From an optimization exercise on the open Yosys and OpenROAD flow, aimed at small area, a short achievable clock period and few clock cycles; shortcuts taken in it are not production practice. At most, simulation tests tie the RTL to the original design; equivalence was not proved. Function not checked in runs 3 to 6: the RTL went through the layout flow alone. Power and IR drop assume default switching activity.

## standard.sh

```bash
#!/bin/bash
# synth_recipe.tcl (not shown) runs the flow's synth.tcl, then flattens the netlist and writes it again
# the make line also repeats each setting of config.mk as NAME=value (left out here)
make -C /OpenROAD-flow-scripts/flow DESIGN_CONFIG=/design/flow/config.mk WORK_HOME=/design/flow/orfs CLKGATE_MAP_FILE= SYNTH_SCRIPT=/design/flow/synth_recipe.tcl "${@:-finish}"
```

## design.v

```verilog
package hart_mem_pkg;
    typedef logic [32-1:0] word_t;
    typedef logic [4-1:0] byte_mask_t;
    typedef enum logic [1:0] {
        LS_BYTE = 2'd0,
        LS_HALF = 2'd1,
        LS_WORD = 2'd2
    } ls_size_e;
    typedef enum logic [1:0] {
        OWN_NONE   = 2'd0,
        OWN_ICACHE = 2'd1,
        OWN_DCACHE = 2'd2
    } bus_owner_e;
endpackage
`timescale 1ns/1ps
module addr_sel_ls (
    input  logic i_read,
    input  logic i_write,
    input  logic i_turn,
    output logic o_sel
);
    assign o_sel = (i_read || i_write) && i_turn;
endmodule
module addr_sel_fetch (
    input  logic i_read,
    input  logic i_write,
    input  logic i_turn,
    output logic o_sel
);
    assign o_sel = !((i_read || i_write) && i_turn);
endmodule
module addr_mux (
    input  logic [29:0] i_ls,
    input  logic [29:0] i_fetch,
    input  logic        i_sel_ls,
    input  logic        i_sel_fetch,
    output logic [29:0] o_addr
);
    assign o_addr = (i_ls & {30{i_sel_ls}}) | (i_fetch & {30{i_sel_fetch}});
endmodule
`timescale 1ns/1ps
module hart_mem_sys (
    input  logic                   i_clk,
    input  logic                   i_rst_n,
    input  logic [31:0]            i_fetch_addr,
    output logic [31:0]            o_fetch_inst,
    output logic                   o_fetch_busy,
    input  logic                   i_ls_read,
    input  logic                   i_ls_write,
    input  logic [31:0]            i_ls_addr,
    input  logic [31:0]            i_ls_wdata,
    input  logic [1:0]             i_ls_size,
    input  logic                   i_ls_unsigned,
    output logic [31:0]            o_ls_rdata,
    output logic                   o_ls_trap,
    output logic                   o_ls_busy,
    output logic                   o_mem_ren,
    output logic                   o_mem_wen,
    output logic [31:0]            o_mem_addr,
    output logic [31:0]            o_mem_wdata,
    input  logic [31:0]            i_mem_rdata,
    input  logic                   i_mem_valid,
    input  logic                   i_mem_ready
);
    typedef enum logic [1:0] {
        RD_NONE  = 2'd0,
        RD_FETCH = 2'd1,
        RD_LOAD  = 2'd2,
        RD_STORE = 2'd3
    } rd_e;
    rd_e        rd_q, rd_d;
    logic [1:0] off_q;
    logic [1:0] size_q;
    logic       uns_q;
    always_ff @(posedge i_clk) begin
        if (!i_rst_n) rd_q <= RD_NONE;
        else          rd_q <= rd_d;
        off_q  <= i_ls_addr[1:0];
        size_q <= i_ls_size;
        uns_q  <= i_ls_unsigned;
    end
    logic rd_none, rd_f, rd_l, rd_s;
    logic is_byte, is_half, is_word, mis_q;
    assign rd_none = (rd_q == RD_NONE);
    assign rd_f    = (rd_q == RD_FETCH);
    assign rd_l    = (rd_q == RD_LOAD);
    assign rd_s    = (rd_q == RD_STORE);
    assign is_byte = (size_q == 2'd0);
    assign is_half = (size_q == 2'd1);
    assign is_word = size_q[1];
    assign mis_q   = (is_half && off_q[0]) || (is_word && (off_q != 2'b00));
    logic ls_turn_q, ls_turn_d;
    logic ls_sel, word_store, ls_done;
    always_ff @(posedge i_clk) begin
        if (!i_rst_n) ls_turn_q <= 1'b1;
        else          ls_turn_q <= ls_turn_d;
    end
    assign word_store = i_ls_write && i_ls_size[1] && (i_ls_addr[1:0] == 2'b00);
    logic sel_fetch;
    addr_sel_ls u_sel_ls (
        .i_read(i_ls_read), .i_write(i_ls_write), .i_turn(ls_turn_q), .o_sel(ls_sel)
    );
    addr_sel_fetch u_sel_fetch (
        .i_read(i_ls_read), .i_write(i_ls_write), .i_turn(ls_turn_q), .o_sel(sel_fetch)
    );
    assign o_mem_wen  = i_mem_ready && ((rd_none && ls_turn_q && word_store) ||
                                        (rd_s && i_mem_valid && !mis_q));
    assign o_mem_ren  = i_mem_ready && ((rd_none && !(ls_turn_q && word_store)) ||
                                        (rd_l && i_mem_valid));
    addr_mux u_addr_mux (
        .i_ls(i_ls_addr[31:2]), .i_fetch(i_fetch_addr[31:2]),
        .i_sel_ls(ls_sel), .i_sel_fetch(sel_fetch), .o_addr(o_mem_addr[31:2])
    );
    assign o_mem_addr[1:0] = 2'b00;
    assign ls_done = (i_ls_read || i_ls_write) && !o_ls_busy;
    always_comb begin
        rd_d = rd_q;
        if (i_mem_valid) rd_d = RD_NONE;
        if (o_mem_ren) begin
            if (!ls_sel)         rd_d = RD_FETCH;
            else if (i_ls_write) rd_d = RD_STORE;
            else                 rd_d = RD_LOAD;
        end
        ls_turn_d = ls_turn_q;
        if (ls_done || (o_mem_ren && ls_sel && i_ls_read)) ls_turn_d = 1'b0;
        if (!o_fetch_busy) ls_turn_d = 1'b1;
    end
    assign o_fetch_inst = i_mem_rdata;
    assign o_fetch_busy = !(rd_f && i_mem_valid);
    assign o_ls_busy = !(o_mem_wen || ((rd_l || (rd_s && mis_q)) && i_mem_valid));
    assign o_ls_trap = mis_q && rd_q[1];
    logic [3:0] mask, sel_old, sel_own, sel_lo, sel_hi;
    always_comb begin
        if (is_byte)      mask = 4'b0001 << off_q;
        else if (is_half) mask = off_q[1] ? 4'b1100 : 4'b0011;
        else              mask = 4'b1111;
    end
    always_comb begin
        sel_old = 4'b0000;
        sel_own = 4'b1111;
        sel_lo  = 4'b0000;
        sel_hi  = 4'b0000;
        if (rd_s) begin
            sel_old = ~mask;
            sel_own = mask & (is_half ? 4'b0011 : 4'b0001);
            sel_lo  = mask & (is_half ? 4'b0100 : 4'b1110);
            sel_hi  = mask & (is_half ? 4'b1000 : 4'b0000);
        end
    end
    always_comb begin
        for (int k = 0; k < 4; k++) begin
            o_mem_wdata[8*k +: 8] = ({8{sel_old[k]}} & i_mem_rdata[8*k +: 8]) |
                                    ({8{sel_own[k]}} & i_ls_wdata[8*k +: 8]) |
                                    ({8{sel_lo[k]}}  & i_ls_wdata[7:0]) |
                                    ({8{sel_hi[k]}}  & i_ls_wdata[15:8]);
        end
    end
    logic [3:0] lo_sel, sign_b_sel, sign_h_sel;
    logic       sign_b, sign_bh;
    assign lo_sel     = 4'b0001 << off_q;
    assign sign_b_sel = (uns_q || !is_byte) ? 4'b0000 : lo_sel;
    assign sign_h_sel = (uns_q || !is_half) ? 4'b0000 : (off_q[1] ? 4'b1000 : 4'b0010);
    assign sign_b     = |(sign_b_sel & {i_mem_rdata[31], i_mem_rdata[23],
                                        i_mem_rdata[15], i_mem_rdata[7]});
    assign sign_bh    = |((sign_b_sel | sign_h_sel) & {i_mem_rdata[31], i_mem_rdata[23],
                                                       i_mem_rdata[15], i_mem_rdata[7]});
    always_comb begin
        o_ls_rdata[7:0]   = ({8{lo_sel[0]}} & i_mem_rdata[7:0]) |
                            ({8{lo_sel[1]}} & i_mem_rdata[15:8]) |
                            ({8{lo_sel[2]}} & i_mem_rdata[23:16]) |
                            ({8{lo_sel[3]}} & i_mem_rdata[31:24]);
        o_ls_rdata[15:8]  = ({8{!is_byte && !off_q[1]}} & i_mem_rdata[15:8]) |
                            ({8{!is_byte &&  off_q[1]}} & i_mem_rdata[31:24]) |
                            {8{sign_b}};
        o_ls_rdata[31:16] = ({16{is_word}} & i_mem_rdata[31:16]) | {16{sign_bh}};
    end
endmodule
```

## flow/run.sh

```bash
#!/bin/bash
set -euo pipefail
export BUFFER_PORTS_ARGS="-buffer_cell sky130_fd_sc_hd__buf_1"
bash standard.sh MATCH_CELL_FOOTPRINT=0 REMOVE_ABC_BUFFERS=1 finish > standard_flow.log 2>&1
```

## constraint.sdc

```tcl
create_clock -name core_clock -period 6.0 [get_ports {i_clk}]
set_input_delay 1.2000 -clock core_clock [delete_from_list [all_inputs] [get_ports {i_clk}]]
set_output_delay 1.2000 -clock core_clock [all_outputs]
set_load 0.01 [all_outputs]
```

## config.mk

```make
export PLATFORM = sky130hd
export DESIGN_NAME = hart_mem_sys
export DESIGN_NICKNAME = hart_mem_sys
export VERILOG_FILES = /design/flow/design.v
export SDC_FILE = /design/flow/constraint.sdc
export NUM_CORES = 4
export LEC_CHECK = 0
export ABC_AREA = 1
export CAP_MARGIN = 20
export CORE_MARGIN = 2
export CORE_UTILIZATION = 25
export CTS_BUF_LIST = sky130_fd_sc_hd__clkbuf_2
export PLACE_DENSITY = 0.8
export SETUP_SLACK_MARGIN = 2.5
export SLEW_MARGIN = 20
export SYNTH_HIERARCHICAL = 1
export SYNTH_MINIMUM_KEEP_SIZE = 0
```

==> summary.txt, run 1 <==
Timing
  • Final period util: 57.1%
  • # setup viols final: 0
  • Final hold viol count: 0
  • Worst-Margin Slew: 0.520 ns
  • Min Tclk post-route: 3.43 ns
  • Worst rel slew slack: 65.2%
  • Max-slew violation count: 0
  • Max Clock Skew: 0.00405 ns
  • Fin Setup TNS: 0 ns
  • Fmax achieved: 292 MHz
  • Unrepaired setup endpoints after global routing: no

Clock tree
  • Worst-Skew Late Latency: 0.24 ns
  • Total CTS buffers: 3
  • CTS Buffer Depth: 2
  • Clock-pin slew on the worst setup and hold paths: 0.07 ns
  • CTS tree: built
  • Clock Sinks: 8
  • Clk root buf: clkbuf_2
  • CTS Hold Bufs: 0
  • H-tree lvl count: 1

Routing
  • Antenna Violating Nets Remaining: 0
  • DRC: 0
  • DR top layer: met4
  • Met3 routed WL: 1.05 mm
  • WL/cell: 14.2 um
  • 1st-pass router iterations: 5
  • Via count: 3788
  • M1 WL: 4.21 mm
  • Iteration-0 DRC Markers: 187
  • Routed wire length: 11.2 mm
  • Via density: 4.79
  • Routed length on met2: 5.57 mm

Yosys
  • Distinct cell type count after synthesis: 28
  • FF+latch count, synth: 8
  • EDFF count, synth: 0
  • Multiplexer share of the synthesized area: 0%
  • Synth Area in Adders: 0%
  • Largest family of logic cells by synthesized area: simple AND/OR/NAND/NOR gates
  • Synth top area share: 40.3%
  • Async set-reset flop share out of synthesis: 0%
  • Avg Inst Size Synth: 5.04 um^2
  • Primary FF master, synth: dfxtp_1
  • Ranking of synthesized cells by area: nand2_1 40%, buf_4 12%, nand3_1 7.7%
  • Seq/Total Area, Yosys: 7.07%
  • Most frequent cell after synthesis: nand2_1
  • Area leader, netlist: nand2_1
  • Synth Area in Compound Gates: 13.1%
  • Number of synthesis warnings: 7
  • XOR/XNOR Fraction of Synth Area: 0%
  • Post-Syn Area: 2260 um^2
  • Top cell types by occurrence after synthesis: 243 x nand2_1, 35 x buf_4, 35 x inv_1, 35 x nand3_1, 16 x o21ai_0
  • Post-synthesis simple-gate area fraction: 56.9%
  • Synth Instances: 449

Placement
  • Routability cong.: 0.982
  • Detailed placement HPWL: 9.03 mm
  • Number of port buffers: 265
  • Placed cell areas: 3030 um^2

Power
  • Overall power consumption: 388 uW
  • P per Cell Area: 121 nW/um^2
  • Flop pwr share: 17.0%
  • VDD IR max: 0.0000488 V
  • Pleak: 0.00153 uW
  • Power Internal: 173 uW
  • Sw Ratio: 55.4%
  • Combinational power share: 75.0%
  • Psw: 215 uW
  • Clock group share of total power: 8.1%

Floorplan
  • Core ar.: 8760 um^2
  • I/O pins: 270
  • Area of the die: 9840 um^2
  • Die X-Extent: 99.2 um
  • Site Rows: 34
  • Starting density of the core: 25.8%
  • Die height: 99.2 um

Critical path
  • Critical Path Source Type: input port
  • Critical Path RT: 4.80 ns
  • CP Class: input port to output pin
  • Crit-path max FO: 16
  • CP endpoint kind: output pin
  • CP Data Arrival Time: 2.23 ns

Cells and area
  • ANT cells: 0
  • Layout Nets: 821
  • Area Growth Syn to Fin: 41.1%
  • Fraction of layout cells with a size suffix above 1: 6.01%
  • Final Util: 36.5%
  • Final instance area: 3200 um^2

Global routing
  • Initial antenna violation count: 0
  • GRT overflow: 0
  • Pin count of the biggest net entering global routing: 24
  • First-pass GRT wire length: 16.0 mm
  • Vias in the first global route: 3127
  • GRT Util Overall: 20.4%

Flow run
  • Max Cap Viol: 0

Run status
  • Outcome: finished clean

Worst hold path
  • Worst Hold Class: flop to flop
## placed cells by master, fill, tap and decap left out, types with 2 or more instances in the layout
master and n:
o21ai_1 2, a21oi_1 6, nand4_1 6, o2111ai_1 6
o211ai_1 3, nand2_4 2, o21ai_4 2, a21boi_2 2
o22ai_1 2, nand3_1 35, inv_1 35, nand2_2 2
nand2_1 243, inv_2 3, conb_1 2, buf_1 262
o21ai_2 2, clkbuf_2 6, nor2_4 6, buf_4 4
o21ai_0 16, nor2_2 6, a221oi_1 2, buf_12 3
nor2_1 13, dfxtp_1 7
## final timing paths
path | startpoint | end | slack, ns | depth (start not counted)
worst max-delay path | i_ls_write | o_mem_addr[9] | 2.57 | 7
worst min-delay path | rd_q[1] | rd_q[1] | 0.58 | 2
worst max register to register | ls_turn_q | ls_turn_q | 4.32 | 6
worst min register to register | rd_q[1] | rd_q[1] | 0.58 | 2
## modules after synthesis, one instance, submodules excluded
| module | flip-flops and latches | cells |
|---|---|---|
| addr_mux | 0 | 96 |
| addr_sel_fetch | 0 | 1 |
| addr_sel_ls | 0 | 3 |
| hart_mem_sys | 8 | 349 |
## power groups by stage
stage | Sequential, uW | Combinational [uW] | Clock, uW
2_1_floorplan | 62.8 | 137 | 0
3_3_place_gp | 65.5 | 264 | 0
3_5_place_dp | 65.6 | 266 | 0
4_1_cts | 65.2 | 278 | 31.8
5_1_grt | 66.5 | 320 | 35.9
6_report | 65.8 | 291 | 31.3
## per-layer routing
layer	vias up	track usage, %
li1	1862	-
met1	1623	23.1
met2	272	38.8
met3	31	3.23
met4	0	6.43
met5	-	0
## cells by family (layout without fill, tap and decap cells)
kind of cell           count (synthesis)  after routing
AOI/OAI and AO/OA                     44             45
DFF                                    8              8
other                                  1              2
and+or+nand+nor                      312            314
buffers and inverters                 84            313
## repair_timing
action                                  CTS  global route
setup buffers                             2             5
pin swaps                                 2             3
resized for setup                         6             4
endpoints found under the setup margin   38            45
gates cloned                              2             1
## state kept, by name, summed over array words and instances (netlist names)
register and cells:
off_q 2, rd_q 2, uns_q 1, size_q 2, ls_turn_q 1
## worst max-delay path: stages
cell and delay, ns:
clkbuf_2 0.17, nor2_2 0.34, nor2_4 0.09, buf_12 0.16
nand2_1 0.06, nand2_1 0.07, buf_1 0.13
## through the flow
| step | instances | setup slack (ns) | hold WS (ns) |
|---|---|---|---|
| after floorplan | 404 | 2.32 | 0.468 |
| after global placement | 777 | 2.08 | 0.503 |
| after detailed placement | 777 | 2.05 | 0.508 |
| after CTS | 784 | 2.51 | 0.550 |
| after global routing | 790 | 2.50 | 0.608 |
| final | 790 | 2.57 | 0.580 |
## area by class of cell
class,count,area [um^2]
clock buffers,3,15.0
flip-flops and latches,8,161
repair buffers,272,1090
multi-input cells,361,1650
inverters,38,143
well taps,108,135
fillers,1005,5570
Testbench counts, summed over its fixed seeds: cycles 137,032.
==> run 2: changes to the inputs <==
==> flow/run.sh (replaced) <==
#!/bin/bash
set -euo pipefail
export BUFFER_PORTS_ARGS="-buffer_cell sky130_fd_sc_hd__buf_1"
bash standard.sh MATCH_CELL_FOOTPRINT=0 finish > standard_flow.log 2>&1
==> summary.txt, run 2 <==
Clock tree
  • Clock Sinks: 8 (unchanged)
  • H-tree lvl count: 1 (unchanged)
  • CTS tree: built (unchanged)
  • Clock-pin slew on the worst setup and hold paths: 0.07 ns (about the same)
  • CTS Buffer Depth: 2 (unchanged)
  • Worst-Skew Late Latency: 0.23 ns (was 0.24 ns)
  • Total CTS buffers: 3 (unchanged)
  • Clk root buf: clkbuf_2 (unchanged)

Global routing
  • Initial antenna violation count: 0 (unchanged)
  • GRT Util Overall: 23.4% (was 20.4%)
  • Vias in the first global route: 3412 (was 3127)
  • Pin count of the biggest net entering global routing: 24 (unchanged)
  • First-pass GRT wire length: 17.8 mm (was 16.0 mm)
  • GRT overflow: 0 (unchanged)

Yosys
  • Seq/Total Area, Yosys: 7.07% (unchanged)
  • Number of synthesis warnings: 7 (unchanged)
  • Async set-reset flop share out of synthesis: 0% (unchanged)
  • EDFF count, synth: 0 (unchanged)
  • FF+latch count, synth: 8 (unchanged)
  • Primary FF master, synth: dfxtp_1 (unchanged)
  • Distinct cell type count after synthesis: 28 (unchanged)
  • Ranking of synthesized cells by area: nand2_1 40%, buf_4 12%, nand3_1 7.7% (unchanged)
  • Post-Syn Area: 2260 um^2 (unchanged)
  • Top cell types by occurrence after synthesis: 243 x nand2_1, 35 x buf_4, 35 x inv_1, 35 x nand3_1, 16 x o21ai_0 (unchanged)
  • Synth Instances: 449 (unchanged)
  • Synth top area share: 40.3% (unchanged)
  • Area leader, netlist: nand2_1 (unchanged)
  • Most frequent cell after synthesis: nand2_1 (unchanged)
  • Avg Inst Size Synth: 5.04 um^2 (unchanged)

Timing
  • # setup viols final: 0 (unchanged)
  • Final hold viol count: 0 (unchanged)
  • Worst rel slew slack: 62.6% (was 65.2%)
  • Fmax achieved: 296 MHz (was 292 MHz)
  • Min Tclk post-route: 3.38 ns (was 3.43 ns)
  • Unrepaired setup endpoints after global routing: no (unchanged)
  • Max-slew violation count: 0 (unchanged)
  • Worst-Margin Slew: 0.558 ns (was 0.520 ns)
  • Max Clock Skew: 0.000785 ns (was 0.00405 ns)
  • Fin Setup TNS: 0 ns (unchanged)
  • Final period util: 56.4% (was 57.1%)

Critical path
  • Critical Path Source Type: input port (unchanged)
  • CP Data Arrival Time: 2.18 ns (was 2.23 ns)
  • CP endpoint kind: output pin (unchanged)
  • CP Class: input port to output pin (unchanged)
  • Crit-path max FO: 17 (was 16)
  • Critical Path RT: 4.80 ns (about the same)

Routing
  • Via count: 3728 (was 3788)
  • Iteration-0 DRC Markers: 106 (was 187)
  • 1st-pass router iterations: 5 (unchanged)
  • DRC: 0 (unchanged)
  • Via density: 4.74 (was 4.79)
  • WL/cell: 15.5 um (was 14.2 um)
  • Routed wire length: 12.2 mm (was 11.2 mm)
  • Antenna Violating Nets Remaining: 0 (unchanged)

Power
  • Psw: 217 uW (was 215 uW)
  • VDD IR max: 0.0000845 V (was 0.0000488 V)
  • Combinational power share: 75.1% (was 75.0%)
  • Power Internal: 171 uW (was 173 uW)
  • Flop pwr share: 16.9% (was 17.0%)
  • Pleak: 0.00152 uW (was 0.00153 uW)
  • P per Cell Area: 122 nW/um^2 (was 121 nW/um^2)
  • Sw Ratio: 56.0% (was 55.4%)
  • Clock group share of total power: 7.9% (was 8.1%)

Floorplan
  • Site Rows: 34 (unchanged)
  • Core ar.: 8760 um^2 (unchanged)
  • I/O pins: 270 (unchanged)
  • Die X-Extent: 99.2 um (unchanged)
  • Starting density of the core: 25.8% (unchanged)
  • Area of the die: 9840 um^2 (unchanged)
  • Die height: 99.2 um (unchanged)

Run status
  • Outcome: finished clean (unchanged)

Cells and area
  • Most common cell after layout, fill and taps aside: buf_1 (unchanged)
  • ANT cells: 0 (unchanged)
  • Final Util: 36.2% (was 36.5%)
  • Top Registers: off_q (2), rd_q (2), size_q (2) (unchanged)
  • Layout Nets: 817 (was 821)
  • Most frequent cells in the layout: 259 x buf_1, 243 x nand2_1, 35 x inv_1, 35 x nand3_1, 16 x o21ai_0 (was 262 x buf_1, 243 x nand2_1, 35 x inv_1, 35 x nand3_1, 16 x o21ai_0)
  • Fraction of layout cells with a size suffix above 1: 5.90% (was 6.01%)
  • Area Growth Syn to Fin: 40.0% (was 41.1%)

Placement
  • Detailed placement HPWL: 9.97 mm (was 9.03 mm)
  • Routability cong.: 0.943 (was 0.982)
  • Number of port buffers: 265 (unchanged)

Worst hold path
  • Worst Hold Class: flop to flop (unchanged)

Flow run
  • Max Cap Viol: 0 (unchanged)
==> run 2: cell counts after synthesis <==
Identical to the previous run, type by type.
==> run 2: metrics by stage <==
| stage | power (uW) | setup slack, ns | instances | instance area, um^2 | hold slack, ns |
|---|---|---|---|---|---|
| global placement | 339 | 2.03 | 777 | 3030 | 0.502 |
| CTS | 385 | 2.56 | 784 | 3130 | 0.556 |
| finish | 388 | 2.62 | 786 | 3170 | 0.576 |
| floorplan | 235 | 2.94 | 450 | 2270 | 0.468 |
| detailed placement | 340 | 2.04 | 777 | 3030 | 0.513 |
| global route | 423 | 2.53 | 786 | 3170 | 0.606 |
==> run 2: per-module statistics from Yosys, one instance, submodules excluded <==
| module | cells inside | cell area, um^2 | flip-flops and latches |
|---|---|---|---|
| addr_sel_ls | 3 | 11.3 | 0 |
| hart_mem_sys | 349 | 1840 | 8 |
| addr_sel_fetch | 1 | 5.00 | 0 |
| addr_mux | 96 | 405 | 0 |
==> run 2: layer usage <==
metal	vias up	global-route usage [%]	wire (um)	part of all wire, %
li1	1846	-	-	-
met3	33	1.90	926	7.6
met2	224	47.9	6650	55
met4	0	10.9	633	5.2
met1	1625	23.3	3940	32
met5	-	0	0	0
==> run 2: cell families after synthesis <==
logic type | synth area share [%]
and+or+nand+nor | 56.9
DFF | 7.07
AOI/OAI and AO/OA | 13.1
buffers and inverters | 22.8
other | 0.166
==> run 2: critical path, cell delays in order <==
cell and delay [ns]:
clkbuf_2 0.17, nor2_2 0.31, nor2_4 0.08, buf_12 0.15
nand2_1 0.06, nand2_1 0.05, buf_1 0.16
==> run 2: area by class of cell <==
cell class	count	area, um^2
tap	108	135
inverter	38	143
clock buffer	3	15.0
multi-input combinational	360	1650
sequential	8	161
timing repair buffer	269	1070
fill	1020	5590
==> run 2: path summary, 6_finish.rpt <==
path	startpoint	end	slack, ns	cells after the start
setup / recovery	i_ls_write	o_mem_addr[24]	2.62	7
hold / removal	rd_q[1]	rd_q[1]	0.58	2
setup reg to reg	size_q[1]	ls_turn_q	4.45	10
hold reg to reg	rd_q[1]	rd_q[1]	0.58	2
==> run 2: power groups by stage <==
| stage | logic (uW) | registers (uW) | clock network (uW) |
|---|---|---|---|
| after floorplan | 174 | 61.7 | 0 |
| after global placement | 274 | 65.2 | 0 |
| after detailed placement | 275 | 65.4 | 0 |
| after CTS | 288 | 65.4 | 32.0 |
| after global routing | 321 | 66.8 | 35.3 |
| final | 292 | 65.7 | 30.7 |
==> run 2: what timing repair did <==
action                                  4_1_cts  5_1_grt
pin swaps                                     3        1
endpoints found under the hold margin         0        0
gates resized for setup                       8        5
setup buffers                                 2        2
hold buffers                                  0        0
gates cloned                                  2        0
endpoints found under the setup margin       49       19
==> run 3: changes to the inputs <==
--- a/design.v
+++ b/design.v
@@ -38,4 +38,13 @@
 );
     assign o_addr = (i_ls & {30{i_sel_ls}}) | (i_fetch & {30{i_sel_fetch}});
+endmodule
+`timescale 1ns/1ps
+module word_store_det (
+    input  logic       i_write,
+    input  logic [1:0] i_size,
+    input  logic [1:0] i_offset,
+    output logic       o_word_store
+);
+    assign o_word_store = i_write && i_size[1] && (i_offset == 2'b00);
 endmodule
 `timescale 1ns/1ps
@@ -96,5 +105,8 @@
         else          ls_turn_q <= ls_turn_d;
     end
-    assign word_store = i_ls_write && i_ls_size[1] && (i_ls_addr[1:0] == 2'b00);
+    word_store_det u_word_store (
+        .i_write(i_ls_write), .i_size(i_ls_size), .i_offset(i_ls_addr[1:0]),
+        .o_word_store(word_store)
+    );
     logic sel_fetch;
     addr_sel_ls u_sel_ls (
==> summary.txt, run 3 <==
Global routing
  • Vias in the first global route: 3369 (was 3412)
  • GRT overflow: 0 (unchanged)
  • GRT Util Overall: 22.0% (was 23.4%)
  • First-pass GRT wire length: 17.4 mm (was 17.8 mm)
  • Initial antenna violation count: 0 (unchanged)
  • Pin count of the biggest net entering global routing: 25 (was 24)

Routing
  • 1st-pass router iterations: 4 (was 5)
  • Via density: 4.75 (was 4.74)
  • WL/cell: 15.3 um (was 15.5 um)
  • Iteration-0 DRC Markers: 117 (was 106)
  • Routed wire length: 12.5 mm (was 12.2 mm)
  • Via count: 3879 (was 3728)
  • Antenna Violating Nets Remaining: 0 (unchanged)
  • DRC: 0 (unchanged)

Yosys
  • Most frequent cell after synthesis: nand2_1 (unchanged)
  • Ranking of synthesized cells by area: nand2_1 39%, buf_4 11%, nand3_1 7.7% (was nand2_1 40%, buf_4 12%, nand3_1 7.7%)
  • Post-Syn Area: 2420 um^2 (was 2260 um^2)
  • Area leader, netlist: nand2_1 (unchanged)
  • Synth top area share: 39.0% (was 40.3%)
  • Synth Instances: 462 (was 449)
  • Top cell types by occurrence after synthesis: 251 x nand2_1, 37 x buf_4, 37 x nand3_1 (was 243 x nand2_1, 35 x buf_4, 35 x inv_1, 35 x nand3_1, 16 x o21ai_0)
  • EDFF count, synth: 0 (unchanged)
  • Seq/Total Area, Yosys: 6.62% (was 7.07%)
  • Async set-reset flop share out of synthesis: 0% (unchanged)
  • Number of synthesis warnings: 7 (unchanged)
  • Primary FF master, synth: dfxtp_1 (unchanged)
  • Distinct cell type count after synthesis: 30 (was 28)
  • Avg Inst Size Synth: 5.24 um^2 (was 5.04 um^2)
  • FF+latch count, synth: 8 (unchanged)

Worst hold path
  • Worst Hold Class: flop to flop (unchanged)

Cells and area
  • Area Growth Syn to Fin: 36.4% (was 40.0%)
  • Layout Nets: 826 (was 817)
  • Fraction of layout cells with a size suffix above 1: 7.42% (was 5.90%)
  • Top Registers: off_q (2), rd_q (2), size_q (2) (unchanged)
  • Final instance area: 3300 um^2 (was 3170 um^2)
  • Most frequent cells in the layout: 262 x buf_1, 251 x nand2_1, 37 x nand3_1, 30 x inv_1, 26 x nand4_1 (was 259 x buf_1, 243 x nand2_1, 35 x inv_1, 35 x nand3_1, 16 x o21ai_0)
  • Non-filler instance count after layout: 816 (was 786)
  • Most common cell after layout, fill and taps aside: buf_1 (unchanged)
  • ANT cells: 0 (unchanged)

Floorplan
  • Starting density of the core: 25.9% (was 25.8%)
  • Site Rows: 35 (was 34)
  • Area of the die: 10500 um^2 (was 9840 um^2)
  • Die height: 102 um (was 99.2 um)
  • I/O pins: 270 (unchanged)
  • Die X-Extent: 102 um (was 99.2 um)
  • Core ar.: 9330 um^2 (was 8760 um^2)

Power
  • Pleak: 0.00153 uW (was 0.00152 uW)
  • VDD IR max: 0.0000818 V (was 0.0000845 V)
  • P per Cell Area: 121 nW/um^2 (was 122 nW/um^2)

Critical path
  • CP Data Arrival Time: 2.25 ns (was 2.18 ns)
  • CP Class: input port to output pin (unchanged)
  • Critical Path Source Type: input port (unchanged)
  • CP endpoint kind: output pin (unchanged)
  • Critical Path RT: 4.80 ns (about the same)
  • Crit-path max FO: 17 (unchanged)

Timing
  • Fmax achieved: 290 MHz (was 296 MHz)
  • Fin Setup TNS: 0 ns (unchanged)
  • Final hold viol count: 0 (unchanged)
  • Worst-Margin Slew: 0.587 ns (was 0.558 ns)
  • Min Tclk post-route: 3.45 ns (was 3.38 ns)
  • Unrepaired setup endpoints after global routing: no (unchanged)
  • Max-slew violation count: 0 (unchanged)
  • Max Clock Skew: 0.00899 ns (was 0.000785 ns)
  • Worst rel slew slack: 60.7% (was 62.6%)
  • # setup viols final: 0 (unchanged)
  • Final period util: 57.4% (was 56.4%)

Clock tree
  • Total CTS buffers: 3 (unchanged)
  • CTS Buffer Depth: 2 (unchanged)
  • Clock-pin slew on the worst setup and hold paths: 0.09 ns (was 0.07 ns)
  • Clk root buf: clkbuf_2 (unchanged)
  • H-tree lvl count: 1 (unchanged)
  • Worst-Skew Late Latency: 0.23 ns (about the same)
  • CTS Hold Bufs: 0 (unchanged)
  • CTS tree: built (unchanged)
  • Clock Sinks: 8 (unchanged)

Run status
  • Outcome: finished clean (unchanged)

Placement
  • Detailed placement HPWL: 10.4 mm (was 9.97 mm)
  • Routability cong.: 0.900 (was 0.943)
  • Placed cell areas: 3190 um^2 (was 3030 um^2)
  • Placed instance count: 808 (was 777)
  • Number of port buffers: 265 (unchanged)

Flow run
  • Max Cap Viol: 0 (unchanged)
run 3: changes by cell type in the layout (fill, tap and decap cells not counted), moves of 5 or more:
cell     previous run  this run
nand2_2             2         8
nand4_1             6        26
inv_1              35        30
o21ai_0            16         1
nand2_1           243       251
o21ai_2             2        10
nor2_1             13         7
run 3: modules after synthesis (local to each module, per instance):
| module | area (um^2) | cells |
|---|---|---|
| addr_mux | 405 | 96 |
| addr_sel_fetch | 5.00 | 1 |
| addr_sel_ls | 11.3 | 3 |
| hart_mem_sys | 1980 | 357 |
| word_store_det | 21.3 | 5 |
run 3: cells by family (layout without fill, tap and decap cells):
| family | count (synthesis) | in the layout | synth area share, % |
|---|---|---|---|
| AO/OA/AOI/OAI | 28 | 29 | 9.52 |
| AND/OR/NAND/NOR | 342 | 343 | 61.9 |
| other | 1 | 2 | 0.155 |
| flip-flops | 8 | 8 | 6.62 |
| buffers and inverters | 83 | 305 | 21.8 |
run 3: critical path, stage by stage:
cell and delay, ns:
clkbuf_2 0.16, nor2_1 0.37, nor2_4 0.08, buf_12 0.16, nand2_1 0.05, nand2_1 0.06
buf_1 0.16
run 3: path summary, 6_finish.rpt:
kind / start / end / slack, ns / cells after the start
max: i_ls_write / o_mem_addr[21] / 2.55 / 7
min: rd_q[1] / rd_q[1] / 0.55 / 2
max reg2reg: size_q[1] / ls_turn_q / 4.58 / 10
min reg2reg: rd_q[1] / rd_q[1] / 0.55 / 2
run 3: metrics by stage:
step | power [uW] | hold slack [ns] | setup WS, ns | util [%]
after floorplan | 247 | 0.492 | 2.94 | -
after global placement | 353 | 0.510 | 2.04 | 34.2
after detailed placement | 353 | 0.520 | 2.00 | 34.2
after CTS | 401 | 0.532 | 2.51 | 35.1
after global routing | 439 | 0.615 | 2.50 | 35.4
final | 399 | 0.554 | 2.55 | 35.4
run 3: layout make-up:
| cell class | count | area, um^2 |
|---|---|---|
| Multi-Input combinational cell | 374 | 1800 |
| Sequential cell | 8 | 161 |
| Inverter | 34 | 130 |
| Timing Repair Buffer | 268 | 1030 |
| Fill cell | 1088 | 6030 |
| Tap cell | 129 | 161 |
| Clock buffer | 3 | 15.0 |
run 3: power breakdown:
| group | leakage, uW | internal [uW] | switching, uW |
|---|---|---|---|
| Sequential | 0.0000669 | 57.1 | 8.99 |
| Combinational | 0.00145 | 102 | 199 |
| Clock | 0.0000125 | 13.7 | 18.5 |
run 3: timing repair:
| item | CTS | global route |
|---|---|---|
| resized for setup | 6 | 5 |
| setup buffers | 3 | 0 |
| setup endpoints to repair | 46 | 40 |
| cloned | 2 | 0 |
| pin swaps | 3 | 0 |
run 3: routing by layer:
metal	wire length (um)	track usage, %	vias to the layer above
li1	-	-	1907
met1	4140	21.0	1709
met2	7090	46.3	237
met3	859	3.08	26
met4	413	8.41	0
met5	0	0	-
==> run 4: changes to the inputs <==
--- a/design.v
+++ b/design.v
@@ -40,11 +40,10 @@
 endmodule
 `timescale 1ns/1ps
-module word_store_det (
-    input  logic       i_write,
-    input  logic [1:0] i_size,
-    input  logic [1:0] i_offset,
-    output logic       o_word_store
+module ld_sign (
+    input  logic [3:0] i_sel,     
+    input  logic [3:0] i_tops,    
+    output logic       o_sign
 );
-    assign o_word_store = i_write && i_size[1] && (i_offset == 2'b00);
+    assign o_sign = |(i_sel & i_tops);
 endmodule
 `timescale 1ns/1ps
@@ -105,8 +104,5 @@
         else          ls_turn_q <= ls_turn_d;
     end
-    word_store_det u_word_store (
-        .i_write(i_ls_write), .i_size(i_ls_size), .i_offset(i_ls_addr[1:0]),
-        .o_word_store(word_store)
-    );
+    assign word_store = i_ls_write && i_ls_size[1] && (i_ls_addr[1:0] == 2'b00);
     logic sel_fetch;
     addr_sel_ls u_sel_ls (
@@ -173,8 +169,8 @@
     assign sign_b_sel = (uns_q || !is_byte) ? 4'b0000 : lo_sel;
     assign sign_h_sel = (uns_q || !is_half) ? 4'b0000 : (off_q[1] ? 4'b1000 : 4'b0010);
-    assign sign_b     = |(sign_b_sel & {i_mem_rdata[31], i_mem_rdata[23],
-                                        i_mem_rdata[15], i_mem_rdata[7]});
-    assign sign_bh    = |((sign_b_sel | sign_h_sel) & {i_mem_rdata[31], i_mem_rdata[23],
-                                                       i_mem_rdata[15], i_mem_rdata[7]});
+    logic [3:0] tops;
+    assign tops = {i_mem_rdata[31], i_mem_rdata[23], i_mem_rdata[15], i_mem_rdata[7]};
+    ld_sign u_sign_b  (.i_sel(sign_b_sel), .i_tops(tops), .o_sign(sign_b));
+    ld_sign u_sign_bh (.i_sel(sign_b_sel | sign_h_sel), .i_tops(tops), .o_sign(sign_bh));
     always_comb begin
         o_ls_rdata[7:0]   = ({8{lo_sel[0]}} & i_mem_rdata[7:0]) |
==> summary.txt, run 4 <==
Run status
  • Outcome: finished clean (unchanged)

Clock tree
  • Clock Sinks: 8 (unchanged)
  • Clk root buf: clkbuf_2 (unchanged)
  • Clock-pin slew on the worst setup and hold paths: 0.08 ns (was 0.09 ns)
  • Worst-Skew Late Latency: 0.23 ns (about the same)
  • Total CTS buffers: 3 (unchanged)
  • H-tree lvl count: 1 (unchanged)
  • CTS tree: built (unchanged)
  • CTS Buffer Depth: 2 (unchanged)
  • CTS Hold Bufs: 0 (unchanged)

Yosys
  • Synth Instances: 464 (was 462)
  • Number of synthesis warnings: 7 (unchanged)
  • Area leader, netlist: nand2_1 (unchanged)
  • Primary FF master, synth: dfxtp_1 (unchanged)
  • Post-Syn Area: 2320 um^2 (was 2420 um^2)
  • EDFF count, synth: 0 (unchanged)
  • Synth top area share: 39.4% (was 39.0%)
  • Avg Inst Size Synth: 5.01 um^2 (was 5.24 um^2)
  • Most frequent cell after synthesis: nand2_1 (unchanged)
  • Top cell types by occurrence after synthesis: 244 x nand2_1, 46 x inv_1, 36 x buf_4 (was 251 x nand2_1, 37 x buf_4, 37 x nand3_1)
  • Seq/Total Area, Yosys: 6.89% (was 6.62%)
  • Ranking of synthesized cells by area: nand2_1 39%, buf_4 12%, inv_1 7.4% (was nand2_1 39%, buf_4 11%, nand3_1 7.7%)
  • FF+latch count, synth: 8 (unchanged)
  • Async set-reset flop share out of synthesis: 0% (unchanged)
  • Distinct cell type count after synthesis: 30 (unchanged)

Power
  • P per Cell Area: 120 nW/um^2 (was 121 nW/um^2)
  • VDD IR max: 0.0000609 V (was 0.0000818 V)
  • Pleak: 0.00152 uW (was 0.00153 uW)

Worst hold path
  • Worst Hold Class: flop to flop (unchanged)
  • Worst hold start: rd_q[1] (unchanged)
  • Hold Crit Depth: 2 (unchanged)
  • Hold Crit Endpoint: rd_q[1] (unchanged)

Cells and area
  • Layout Nets: 830 (was 826)
  • ANT cells: 0 (unchanged)
  • Top Registers: off_q (2), rd_q (2), size_q (2) (unchanged)
  • Non-filler instance count after layout: 802 (was 816)
  • Area Growth Syn to Fin: 37.9% (was 36.4%)
  • Fraction of layout cells with a size suffix above 1: 5.35% (was 7.42%)
  • Most common cell after layout, fill and taps aside: buf_1 (unchanged)
  • Most frequent cells in the layout: 260 x buf_1, 243 x nand2_1, 44 x inv_1, 30 x nand3_1, 16 x o21ai_0 (was 262 x buf_1, 251 x nand2_1, 37 x nand3_1, 30 x inv_1, 26 x nand4_1)

Routing
  • Via count: 3867 (was 3879)
  • Iteration-0 DRC Markers: 171 (was 117)
  • WL/cell: 15.3 um (about the same)
  • Via density: 4.82 (was 4.75)
  • Antenna Violating Nets Remaining: 0 (unchanged)
  • Routed wire length: 12.3 mm (was 12.5 mm)
  • 1st-pass router iterations: 4 (unchanged)
  • DRC: 0 (unchanged)

Critical path
  • CP max stage delay: 0.32 ns (was 0.37 ns)
  • CP Data Arrival Time: 2.19 ns (was 2.25 ns)
  • Crit path cell chain: clkbuf_2 > nor2_2 > nor2_4 > nand2_1 > nand2_1 > buf_1 (was clkbuf_2 > nor2_1 > nor2_4 > buf_12 > nand2_1 > nand2_1 > buf_1)
  • Most used cell along the critical path: nand2_1 (unchanged)
  • RR Startpoint: size_q[1] (unchanged)
  • Critical Path Source Type: input port (unchanged)
  • CP endpoint kind: output pin (unchanged)
  • Crit-path max FO: 16 (was 17)
  • CP bufs+invs: 2 (was 3)
  • R2R Setup Slk: 4.48 ns (was 4.58 ns)
  • Critical Path RT: 4.80 ns (about the same)
  • Cell family with most CP delay: simple AND/OR/NAND/NOR gates (unchanged)
  • FF-to-FF End: ls_turn_q (unchanged)
  • Critical-path top delay cell: nor2_4 (was nor2_1)
  • FF-to-FF path depth: 9 (was 10)
  • CP Class: input port to output pin (unchanged)

Timing
  • Final hold viol count: 0 (unchanged)
  • Fmax achieved: 295 MHz (was 290 MHz)
  • Hold slack: 0.570 ns (was 0.554 ns)
  • Max-slew violation count: 0 (unchanged)
  • Max Clock Skew: 0.00330 ns (was 0.00899 ns)
  • Final period util: 56.5% (was 57.4%)
  • Worst-Margin Slew: 0.593 ns (was 0.587 ns)
  • Min Tclk post-route: 3.39 ns (was 3.45 ns)
  • # setup viols final: 0 (unchanged)
  • Worst rel slew slack: 60.3% (was 60.7%)
  • Unrepaired setup endpoints after global routing: no (unchanged)
  • Fin Setup TNS: 0 ns (unchanged)

Floorplan
  • Starting density of the core: 25.5% (was 25.9%)
  • Die height: 100 um (was 102 um)
  • Site Rows: 35 (unchanged)
  • Core ar.: 9110 um^2 (was 9330 um^2)
  • I/O pins: 270 (unchanged)
  • Die X-Extent: 100 um (was 102 um)
  • Area of the die: 10100 um^2 (was 10500 um^2)

Global routing
  • Vias in the first global route: 3279 (was 3369)
  • First-pass GRT wire length: 17.2 mm (was 17.4 mm)
  • Pin count of the biggest net entering global routing: 24 (was 25)
  • Initial antenna violation count: 0 (unchanged)
  • GRT Util Overall: 22.5% (was 22.0%)
  • GRT overflow: 0 (unchanged)

Flow run
  • Max Cap Viol: 0 (unchanged)

Placement
  • Routability cong.: 0.953 (was 0.900)
  • Placed instance count: 794 (was 808)
  • Detailed placement HPWL: 10.0 mm (was 10.4 mm)
  • Number of port buffers: 265 (unchanged)
==> run 4: cells by family after synthesis <==
| group | Yosys count | share of synthesized area, % |
|---|---|---|
| simple gates | 309 | 55.4 |
| flops | 8 | 6.89 |
| compound gates | 52 | 13.9 |
| other cells | 1 | 0.161 |
| buf+inv | 94 | 23.6 |
==> run 4: worst max path at each step <==
stage | startpoint | endpoint | slack [ns] | depth (start not counted)
3_3_place_gp | i_ls_write | o_mem_addr[2] | 2.08 | 6
6_report | i_ls_write | o_mem_addr[22] | 2.61 | 6
4_1_cts | size_q[1] | o_ls_rdata[18] | 2.44 | 12
2_1_floorplan | i_mem_rdata[7] | o_ls_rdata[24] | 2.89 | 7
5_1_grt | i_ls_write | o_mem_addr[30] | 2.52 | 6
3_5_place_dp | i_ls_write | o_mem_addr[2] | 2.05 | 6
==> run 4: final cells by class <==
| cell class | count | area, um^2 |
|---|---|---|
| Fill cell | 1108 | 5900 |
| Multi-Input combinational cell | 365 | 1670 |
| Timing Repair Buffer | 267 | 1030 |
| Inverter | 47 | 184 |
| Sequential cell | 8 | 163 |
| Tap cell | 111 | 139 |
| Clock buffer | 3 | 15.0 |
| Timing Repair inverter | 1 | 7.51 |
==> run 4: worst min-delay path: stages (launching register included) <==
cell and delay (ns):
dfxtp_1 0.37, nand3_1 0.10, a21oi_1 0.05
==> run 4: metrics by stage <==
stage	cell area, um^2	util (%)	total power [uW]	setup WS (ns)
floorplan	2330	-	236	2.89
global placement	3100	34.0	340	2.08
detailed placement	3100	34.0	341	2.05
CTS	3170	34.8	387	2.44
global route	3210	35.2	421	2.52
finish	3210	35.2	385	2.61
==> run 4: layer usage <==
layer | GRT usage [%] | share of wire (%) | up-vias
met5 | 0 | 0 | -
met4 | 11.7 | 5.1 | 0
met3 | 2.16 | 7.4 | 36
met2 | 45.3 | 54 | 230
met1 | 22.3 | 33 | 1715
li1 | - | - | 1886
==> run 4: repair_timing <==
item / in CTS / in global routing
endpoints found under the setup margin: 54 / 45
cloned: 2 / 1
resized for setup: 6 / 10
pin swaps: 1 / 0
setup buffers: 1 / 1
==> run 4: per-module statistics from Yosys, one instance, submodules excluded <==
module | times used | cell area [um^2] | cells
addr_mux | 1 | 405 | 96
addr_sel_ls | 1 | 11.3 | 3
addr_sel_fetch | 1 | 5.00 | 1
ld_sign | 2 | 33.8 | 9
hart_mem_sys | 1 | 1840 | 346
==> run 4: report_power, final <==
group	switching, uW	internal, uW	total, uW
clock	18.1	13.7	31.7
sequential	8.06	57.1	65.1
combinational	193	95.1	288
total	220	166	385
==> run 5: changes to the inputs <==
--- a/config.mk
+++ b/config.mk
@@ -12,5 +12,5 @@
 export CTS_BUF_LIST = sky130_fd_sc_hd__clkbuf_2
 export PLACE_DENSITY = 0.8
-export SETUP_SLACK_MARGIN = 2.5
+export SETUP_SLACK_MARGIN = 2.6
 export SLEW_MARGIN = 20
 export SYNTH_HIERARCHICAL = 1
==> summary.txt, run 5 <==
Yosys
  • FF+latch count, synth: 8 (unchanged)
  • Primary FF master, synth: dfxtp_1 (unchanged)
  • Top cell types by occurrence after synthesis: 244 x nand2_1, 46 x inv_1, 36 x buf_4 (unchanged)
  • Synth Instances: 464 (unchanged)
  • Ranking of synthesized cells by area: nand2_1 39%, buf_4 12%, inv_1 7.4% (unchanged)
  • Synth top area share: 39.4% (unchanged)
  • Post-Syn Area: 2320 um^2 (unchanged)
  • Seq/Total Area, Yosys: 6.89% (unchanged)
  • Distinct cell type count after synthesis: 30 (unchanged)
  • EDFF count, synth: 0 (unchanged)
  • Most frequent cell after synthesis: nand2_1 (unchanged)
  • Area leader, netlist: nand2_1 (unchanged)
  • Number of synthesis warnings: 7 (unchanged)
  • Avg Inst Size Synth: 5.01 um^2 (unchanged)
  • Async set-reset flop share out of synthesis: 0% (unchanged)

Placement
  • DP Worst Slack: 2.05 ns (unchanged)
  • Placed cell areas: 3100 um^2 (unchanged)
  • Detailed placement HPWL: 10.0 mm (unchanged)
  • Routability cong.: 0.953 (unchanged)
  • Number of port buffers: 265 (unchanged)

Worst hold path
  • Hold Crit Depth: 2 (unchanged)
  • Worst Hold Class: flop to flop (unchanged)
  • Hold Crit Endpoint: rd_q[1] (unchanged)
  • Worst hold start: rd_q[1] (unchanged)

Timing
  • Fmax achieved: 296 MHz (was 295 MHz)
  • Min Tclk post-route: 3.37 ns (was 3.39 ns)
  • Final hold viol count: 0 (unchanged)
  • Final period util: 56.2% (was 56.5%)
  • Max Clock Skew: 0.00120 ns (was 0.00330 ns)
  • Worst rel slew slack: 58.5% (was 60.3%)
  • Fin Setup TNS: 0 ns (unchanged)
  • Worst-Margin Slew: 0.620 ns (was 0.593 ns)
  • # setup viols final: 0 (unchanged)
  • Max-slew violation count: 0 (unchanged)
  • Hold slack: 0.576 ns (was 0.570 ns)
  • Final setup margin: 2.63 ns (was 2.61 ns)
  • Unrepaired setup endpoints after global routing: yes (was no)

Global routing
  • Vias in the first global route: 3327 (was 3279)
  • First-pass GRT wire length: 17.3 mm (was 17.2 mm)
  • Met3 global-route usage: 1.95% (was 2.16%)
  • Met2 Track Usage GR: 44.8% (was 45.3%)
  • GRT Util Overall: 22.7% (was 22.5%)
  • Pin count of the biggest net entering global routing: 24 (unchanged)
  • Initial antenna violation count: 0 (unchanged)
  • Global-route met1 utilization: 22.7% (was 22.3%)
  • GRT overflow: 0 (unchanged)
  • Most Used Layer, Global Route: met2 (unchanged)

Clock tree
  • Clk root buf: clkbuf_2 (unchanged)
  • CTS Buffer Depth: 2 (unchanged)
  • Worst-Skew Late Latency: 0.23 ns (about the same)
  • CTS tree: built (unchanged)
  • Clock Sinks: 8 (unchanged)
  • Clock-pin slew on the worst setup and hold paths: 0.08 ns (about the same)
  • H-tree lvl count: 1 (unchanged)
  • Total CTS buffers: 3 (unchanged)

Routing
  • Via density: 4.91 (was 4.82)
  • Routed wire length: 12.4 mm (was 12.3 mm)
  • Via count: 3964 (was 3867)
  • WL/cell: 15.3 um (about the same)
  • Iteration-0 DRC Markers: 131 (was 171)
  • DRC: 0 (unchanged)
  • 1st-pass router iterations: 5 (was 4)
  • Antenna Violating Nets Remaining: 0 (unchanged)

Critical path
  • RR Startpoint: ls_turn_q (was size_q[1])
  • Critical Path RT: 4.80 ns (about the same)
  • CP endpoint kind: output pin (unchanged)
  • FF-to-FF path depth: 7 (was 9)
  • Critical-path top delay cell: clkinvlp_4 (was nor2_4)
  • CP bufs+invs: 4 (was 2)
  • CP max stage delay: 0.19 ns (was 0.32 ns)
  • CP Data Arrival Time: 2.17 ns (was 2.19 ns)
  • Crit-path max FO: 8 (was 16)
  • Cell family with most CP delay: buffers and inverters (was simple AND/OR/NAND/NOR gates)
  • Critical Path Source Type: input port (unchanged)
  • FF-to-FF End: ls_turn_q (unchanged)
  • Crit path cell chain: clkbuf_2 > nand2_1 > nand2_1 > inv_1 > nand2_4 > clkinvlp_4 > o21ai_1 > clkbuf_2 (was clkbuf_2 > nor2_2 > nor2_4 > nand2_1 > nand2_1 > buf_1)
  • R2R Setup Slk: 4.49 ns (was 4.48 ns)
  • CP Class: input port to output pin (unchanged)

Floorplan
  • Starting density of the core: 25.5% (unchanged)
  • I/O pins: 270 (unchanged)
  • Core ar.: 9110 um^2 (unchanged)
  • Site Rows: 35 (unchanged)
  • Die X-Extent: 100 um (unchanged)
  • Die height: 100 um (unchanged)
  • Area of the die: 10100 um^2 (unchanged)

Run status
  • Outcome: finished clean (unchanged)

Cells and area
  • Final instance area: 3330 um^2 (was 3210 um^2)
  • Layout Nets: 836 (was 830)
  • Top Registers: off_q (2), rd_q (2), size_q (2) (unchanged)
  • Most frequent cells in the layout: 243 x nand2_1, 243 x buf_1, 44 x inv_1, 30 x nand3_1, 20 x clkbuf_2 (was 260 x buf_1, 243 x nand2_1, 44 x inv_1, 30 x nand3_1, 16 x o21ai_0)
  • ANT cells: 0 (unchanged)
  • Area Growth Syn to Fin: 43.2% (was 37.9%)
  • Fraction of layout cells with a size suffix above 1: 9.47% (was 5.35%)

Power
  • Overall power consumption: 402 uW (was 385 uW)
  • Pleak: 0.00162 uW (was 0.00152 uW)
  • VDD IR max: 0.0000627 V (was 0.0000609 V)
  • P per Cell Area: 121 nW/um^2 (was 120 nW/um^2)

Flow run
  • Max Cap Viol: 0 (unchanged)
run 5: layer usage:
metal / wire (um) / vias up / share of wire [%]
li1: - / 1900 / -
met1: 4100 / 1775 / 33
met2: 6660 / 250 / 54
met3: 917 / 39 / 7.4
met4: 718 / 0 / 5.8
met5: 0 / - / 0
run 5: kinds of logic after synthesis:
group                  share of synthesized area (%)
and+or+nand+nor                                 55.4
buffers and inverters                           23.6
AOI/OAI and AO/OA                               13.9
DFF                                             6.89
other                                          0.161
run 5: repair_timing:
action | 4_1_cts | 5_1_grt
pin swaps | 3 | 3
setup endpoints to repair | 65 | 44
gates cloned | 3 | 0
resized for setup | 15 | 43
hold buffers | 0 | 0
setup buffers | 5 | 3
run 5: how the worst max path moves through the flow:
stage                     from              to  slack, ns  cells after the start
3_5_place_dp        i_ls_write   o_mem_addr[2]       2.05                      6
3_3_place_gp        i_ls_write   o_mem_addr[2]       2.08                      6
5_1_grt        i_mem_rdata[23]  o_ls_rdata[31]       2.58                      8
6_report       i_mem_rdata[15]  o_ls_rdata[31]       2.63                      8
2_1_floorplan   i_mem_rdata[7]  o_ls_rdata[24]       2.89                      7
4_1_cts         i_mem_rdata[7]  o_ls_rdata[18]       2.63                      8
run 5: area by class of cell:
type                            count  area, um^2
Timing Repair inverter              1        7.51
Timing Repair Buffer              273        1110
Fill cell                        1088        5780
Clock buffer                        3        15.0
Sequential cell                     8         165
Inverter                           47         184
Tap cell                          111         139
Multi-Input combinational cell    365        1710
run 5: metrics by stage:
stage / utilization [%] / std cells
global route: 36.5 / 808
global placement: 34.0 / 794
floorplan: - / 465
detailed placement: 34.0 / 794
finish: 36.5 / 808
CTS: 35.4 / 805
run 5: power breakdown:
part	total, uW	internal [uW]	switching [uW]
Sequential	64.9	56.8	8.12
Combinational	306	108	198
Clock	31.4	13.7	17.7
run 5: tightest hold or removal path: cells and delay by family, from the launching register on:
| family | cells | cell delay [ns] |
|---|---|---|
| and+or+nand+nor | 1 | 0.11 |
| AOI/OAI and AO/OA | 1 | 0.05 |
| DFF | 1 | 0.37 |
run 5: per-module statistics from Yosys (local to each module, per instance):
module	cell area [um^2]	cells inside	flip-flops and latches	times used
ld_sign	33.8	9	0	2
addr_sel_ls	11.3	3	0	1
hart_mem_sys	1840	346	8	1
addr_sel_fetch	5.00	1	0	1
addr_mux	405	96	0	1
==> run 6: changes to the inputs <==
--- a/design.v
+++ b/design.v
@@ -71,27 +71,26 @@
     input  logic                   i_mem_ready
 );
-    typedef enum logic [1:0] {
-        RD_NONE  = 2'd0,
-        RD_FETCH = 2'd1,
-        RD_LOAD  = 2'd2,
-        RD_STORE = 2'd3
-    } rd_e;
-    rd_e        rd_q, rd_d;
+    logic       rd_none, rd_f, rd_l, rd_s;
+    logic       rd_none_d, rd_f_d, rd_l_d, rd_s_d;
     logic [1:0] off_q;
     logic [1:0] size_q;
     logic       uns_q;
     always_ff @(posedge i_clk) begin
-        if (!i_rst_n) rd_q <= RD_NONE;
-        else          rd_q <= rd_d;
+        if (!i_rst_n) begin
+            rd_none <= 1'b1;
+            rd_f    <= 1'b0;
+            rd_l    <= 1'b0;
+            rd_s    <= 1'b0;
+        end else begin
+            rd_none <= rd_none_d;
+            rd_f    <= rd_f_d;
+            rd_l    <= rd_l_d;
+            rd_s    <= rd_s_d;
+        end
         off_q  <= i_ls_addr[1:0];
         size_q <= i_ls_size;
         uns_q  <= i_ls_unsigned;
     end
-    logic rd_none, rd_f, rd_l, rd_s;
     logic is_byte, is_half, is_word, mis_q;
-    assign rd_none = (rd_q == RD_NONE);
-    assign rd_f    = (rd_q == RD_FETCH);
-    assign rd_l    = (rd_q == RD_LOAD);
-    assign rd_s    = (rd_q == RD_STORE);
     assign is_byte = (size_q == 2'd0);
     assign is_half = (size_q == 2'd1);
@@ -123,10 +122,19 @@
     assign ls_done = (i_ls_read || i_ls_write) && !o_ls_busy;
     always_comb begin
-        rd_d = rd_q;
-        if (i_mem_valid) rd_d = RD_NONE;
+        rd_none_d = rd_none;
+        rd_f_d    = rd_f;
+        rd_l_d    = rd_l;
+        rd_s_d    = rd_s;
+        if (i_mem_valid) begin
+            rd_none_d = 1'b1;
+            rd_f_d    = 1'b0;
+            rd_l_d    = 1'b0;
+            rd_s_d    = 1'b0;
+        end
         if (o_mem_ren) begin
-            if (!ls_sel)         rd_d = RD_FETCH;
-            else if (i_ls_write) rd_d = RD_STORE;
-            else                 rd_d = RD_LOAD;
+            rd_none_d = 1'b0;
+            rd_f_d    = !ls_sel;
+            rd_l_d    = ls_sel && !i_ls_write;
+            rd_s_d    = ls_sel && i_ls_write;
         end
         ls_turn_d = ls_turn_q;
@@ -137,5 +145,5 @@
     assign o_fetch_busy = !(rd_f && i_mem_valid);
     assign o_ls_busy = !(o_mem_wen || ((rd_l || (rd_s && mis_q)) && i_mem_valid));
-    assign o_ls_trap = mis_q && rd_q[1];
+    assign o_ls_trap = mis_q && (rd_l || rd_s);
     logic [3:0] mask, sel_old, sel_own, sel_lo, sel_hi;
     always_comb begin
--- a/config.mk
+++ b/config.mk
@@ -12,5 +12,5 @@
 export CTS_BUF_LIST = sky130_fd_sc_hd__clkbuf_2
 export PLACE_DENSITY = 0.8
-export SETUP_SLACK_MARGIN = 2.6
+export SETUP_SLACK_MARGIN = 2.5
 export SLEW_MARGIN = 20
 export SYNTH_HIERARCHICAL = 1
==> summary.txt, run 6 <==
Run status
  • Outcome: finished clean (unchanged)

Cells and area
  • Layout Nets: 837 (was 836)
  • Fill count: 1052 (was 1088)
  • ANT cells: 0 (unchanged)
  • Most common cell after layout, fill and taps aside: buf_1
  • Area Growth Syn to Fin: 40.1% (was 43.2%)
  • Most frequent cells in the layout: 259 x buf_1, 249 x nand2_1, 39 x inv_1, 36 x nand3_1 (was 243 x nand2_1, 243 x buf_1, 44 x inv_1, 30 x nand3_1, 20 x clkbuf_2)
  • Top Registers: off_q (2), size_q (2) (was off_q (2), rd_q (2), size_q (2))
  • Non-filler instance count after layout: 809 (was 808)
  • Fraction of layout cells with a size suffix above 1: 5.30% (was 9.47%)

Power
  • Sw Ratio: 54.6% (was 55.6%)
  • Psw: 226 uW (was 224 uW)
  • Flop pwr share: 18.9% (was 16.1%)
  • P per Cell Area: 126 nW/um^2 (was 121 nW/um^2)
  • VDD IR max: 0.0000960 V (was 0.0000627 V)
  • Combinational power share: 72.5% (was 76.1%)
  • Clock group share of total power: 8.6% (was 7.8%)
  • Pleak: 0.00157 uW (was 0.00162 uW)
  • Power Internal: 187 uW (was 178 uW)

Critical path
  • Critical Path RT: 4.80 ns (about the same)
  • FF-to-FF path depth: 7 (unchanged)
  • CP endpoint kind: output pin (unchanged)
  • Most used cell along the critical path: nand2_1
  • CP Class: input port to output pin (unchanged)
  • CP Data Arrival Time: 2.22 ns (was 2.17 ns)
  • Crit path cell chain: clkbuf_2 > inv_1 > nor2_1 > nand2_1 > nand2_1 > nand2_1 > nand2_1 > inv_1 > buf_1 (was clkbuf_2 > nand2_1 > nand2_1 > inv_1 > nand2_4 > clkinvlp_4 > o21ai_1 > clkbuf_2)
  • Crit-path max FO: 7 (was 8)
  • Critical Path Source Type: input port (unchanged)
  • CP max stage delay: 0.23 ns (was 0.19 ns)
  • Critical-path top delay cell: clkbuf_2 (was clkinvlp_4)

Timing
  • Worst-Margin Slew: 0.621 ns (was 0.620 ns)
  • Final hold viol count: 0 (unchanged)
  • Fmax achieved: 292 MHz (was 296 MHz)
  • Worst rel slew slack: 58.5% (about the same)
  • Min Tclk post-route: 3.42 ns (was 3.37 ns)
  • Max-slew violation count: 0 (unchanged)
  • Unrepaired setup endpoints after global routing: yes (unchanged)
  • # setup viols final: 0 (unchanged)
  • Final period util: 57.0% (was 56.2%)
  • Max Clock Skew: 0.0120 ns (was 0.00120 ns)
  • Fin Setup TNS: 0 ns (unchanged)

Global routing
  • First-pass GRT wire length: 17.5 mm (was 17.3 mm)
  • Pin count of the biggest net entering global routing: 24 (unchanged)
  • Initial antenna violation count: 0 (unchanged)
  • Vias in the first global route: 3397 (was 3327)
  • GRT overflow: 0 (unchanged)
  • GRT Util Overall: 22.8% (was 22.7%)

Routing
  • Antenna Violating Nets Remaining: 0 (unchanged)
  • Via count: 3882 (was 3964)
  • DRC: 0 (unchanged)
  • 1st-pass router iterations: 5 (unchanged)
  • Routed wire length: 12.4 mm (about the same)
  • WL/cell: 15.3 um (about the same)
  • Via density: 4.80 (was 4.91)
  • Iteration-0 DRC Markers: 114 (was 131)

Clock tree
  • CTS tree: built (unchanged)
  • H-tree lvl count: 1 (unchanged)
  • CTS Buffer Depth: 2 (unchanged)
  • Clock Sinks: 10 (was 8)
  • Worst-Skew Late Latency: 0.26 ns (was 0.23 ns)
  • Clock-pin slew on the worst setup and hold paths: 0.10 ns (was 0.08 ns)
  • Clk root buf: clkbuf_2 (unchanged)
  • Total CTS buffers: 3 (unchanged)
  • CTS Hold Bufs: 0 (unchanged)

Floorplan
  • Die height: 101 um (was 100 um)
  • Die X-Extent: 101 um (was 100 um)
  • Core ar.: 9150 um^2 (was 9110 um^2)
  • I/O pins: 270 (unchanged)
  • Site Rows: 35 (unchanged)
  • Starting density of the core: 25.6% (was 25.5%)
  • Area of the die: 10200 um^2 (was 10100 um^2)

Yosys
  • EDFF count, synth: 0 (unchanged)
  • Seq/Total Area, Yosys: 8.55% (was 6.89%)
  • Most frequent cell after synthesis: nand2_1 (unchanged)
  • Synth Instances: 468 (was 464)
  • Ranking of synthesized cells by area: nand2_1 40%, buf_4 11%, dfxtp_1 8.6% (was nand2_1 39%, buf_4 12%, inv_1 7.4%)
  • Async set-reset flop share out of synthesis: 0% (unchanged)
  • FF+latch count, synth: 10 (was 8)
  • Synth top area share: 39.9% (was 39.4%)
  • Distinct cell type count after synthesis: 29 (was 30)
  • Avg Inst Size Synth: 5.00 um^2 (was 5.01 um^2)
  • Post-Syn Area: 2340 um^2 (was 2320 um^2)
  • Area leader, netlist: nand2_1 (unchanged)
  • Primary FF master, synth: dfxtp_1 (unchanged)
  • Top cell types by occurrence after synthesis: 249 x nand2_1, 40 x inv_1, 36 x nand3_1 (was 244 x nand2_1, 46 x inv_1, 36 x buf_4)
  • Number of synthesis warnings: 7 (unchanged)

Flow run
  • Max Cap Viol: 0 (unchanged)

Worst hold path
  • Hold Crit Depth: 2 (unchanged)
  • Worst Hold Class: flop to flop (unchanged)

Placement
  • Routability cong.: 0.941 (was 0.953)
  • Placed instance count: 799 (was 794)
  • Number of port buffers: 265 (unchanged)
  • Detailed placement HPWL: 10.0 mm (about the same)
run 6: changes by cell type after synthesis, sizes merged, moves of 2 or more:
cell | previous run | this run
a22oi | 0 | 8
dfxtp | 8 | 10
inv | 47 | 43
nand2 | 248 | 252
nand3 | 31 | 37
nand4 | 5 | 3
nor2 | 23 | 21
nor3b | 0 | 2
o2111ai | 6 | 3
o211ai | 4 | 0
run 6: final timing paths:
path / from / endpoint / slack, ns
worst max-delay path: i_ls_write / o_mem_ren / 2.58
worst min-delay path: rd_l / rd_l / 0.52
worst max register to register: ls_turn_q / ls_turn_q / 4.48
worst min register to register: rd_l / rd_l / 0.52
run 6: per-module statistics from Yosys (local to each module, per instance):
module | times used | flip-flops and latches | cells inside | cell area, um^2
hart_mem_sys | 1 | 10 | 350 | 1850
addr_mux | 1 | 0 | 96 | 405
ld_sign | 2 | 0 | 9 | 33.8
addr_sel_ls | 1 | 0 | 3 | 11.3
addr_sel_fetch | 1 | 0 | 1 | 5.00
run 6: worst max-delay path: cells and delay by family:
family | cells | cell delay [ns]
simple gates | 5 | 0.46
buf+inv | 4 | 0.56
run 6: kinds of logic (layout without fill, tap and decap cells):
| logic type | count (synthesis) | after routing | synth area share, % |
|---|---|---|---|
| simple gates | 318 | 319 | 56.3 |
| buf+inv | 89 | 316 | 22.0 |
| compound gates | 50 | 51 | 13.0 |
| flops | 10 | 10 | 8.55 |
| other cells | 1 | 2 | 0.160 |
run 6: metal layers:
metal | routed length, um | track usage (%) | vias to the layer above
met4 | 688 | 12.4 | 0
met3 | 990 | 2.22 | 41
met5 | 0 | 0 | -
met2 | 6590 | 45.3 | 258
li1 | - | - | 1908
met1 | 4130 | 22.8 | 1675
run 6: cell type report:
cell class | count | area (um^2) | share of cell area, %
Inverter | 43 | 168 | 5.11
Clock buffer | 3 | 15.0 | 0.458
Timing Repair Buffer | 270 | 1080 | 32.8
Sequential cell | 10 | 201 | 6.14
Tap cell | 111 | 139 | 4.23
Multi-Input combinational cell | 372 | 1680 | 51.2
run 6: through the flow:
stage / worst slack [ns] / power (uW) / utilization [%] / instance area, um^2 / hold slack (ns)
3_3_place_gp: 1.96 / 359 / 34.2 / 3130 / 0.484
3_5_place_dp: 1.97 / 360 / 34.2 / 3130 / 0.493
5_1_grt: 2.48 / 448 / 35.8 / 3280 / 0.563
2_1_floorplan: 2.88 / 251 / - / 2340 / 0.456
6_report: 2.58 / 413 / 35.8 / 3280 / 0.521
4_1_cts: 2.51 / 413 / 35.7 / 3260 / 0.516
run 6: repair_timing:
item / CTS / global route
cloned: 2 / 0
setup endpoints to repair: 46 / 42
pin swaps: 3 / 0
buffers inserted: 5 / 0
resized for setup: 8 / 7
run 6: power by group through the flow:
stage               Combinational (uW)  Sequential, uW  Clock [uW]
floorplan                          176            75.1           0
global placement                   280            78.3           0
detailed placement                 282            78.3           0
CTS                                299            77.6        36.5
global route                       330            78.9        39.3
finish                             300            78.0        35.7

-- afterwards: timing with drivers on the ports --
How much do the figures lean on ideal ports? The routed layouts below were timed once more, with nothing changed but the port constraints. Step 1 (the two cells are an assumption about what drives the block):
set clk [get_ports {i_clk}]
set_driving_cell -lib_cell sky130_fd_sc_hd__clkbuf_16 $clk
set_driving_cell -lib_cell sky130_fd_sc_hd__buf_2 [delete_from_list [all_inputs] $clk]
Step 2 times the ports against the registers' clock, not the clock port: input delays grow and output delays shrink by t, the midpoint of the rising clock arrivals with the driver on. a / b / c = no drivers / after step 1 / after step 2; a / b = the first two.
run | t (ns) | slack for setup (ns) | worst data-port slew with drivers (ns) | cell pins on the clock port's net
run 1 | 0.251 | 2.574 / 2.552 / 2.552 | 0.07 | 1
run 2 | 0.249 | 2.619 / 2.581 / 2.581 | 0.06 | 1
run 3 | 0.248 | 2.554 / 2.501 / 2.501 | 0.08 | 1
run 4 | 0.254 | 2.608 / 2.578 / 2.578 | 0.07 | 1
run 5 | 0.253 | 2.627 / 2.586 / 2.586 | 0.07 | 1
run 6 | 0.270 | 2.581 / 2.555 / 2.555 | 0.07 | 1
After both steps every run listed still meets setup and hold. The setup slack of run 3, which loses most, moves by -0.053 ns with the drivers and by -0.053 ns with both steps.
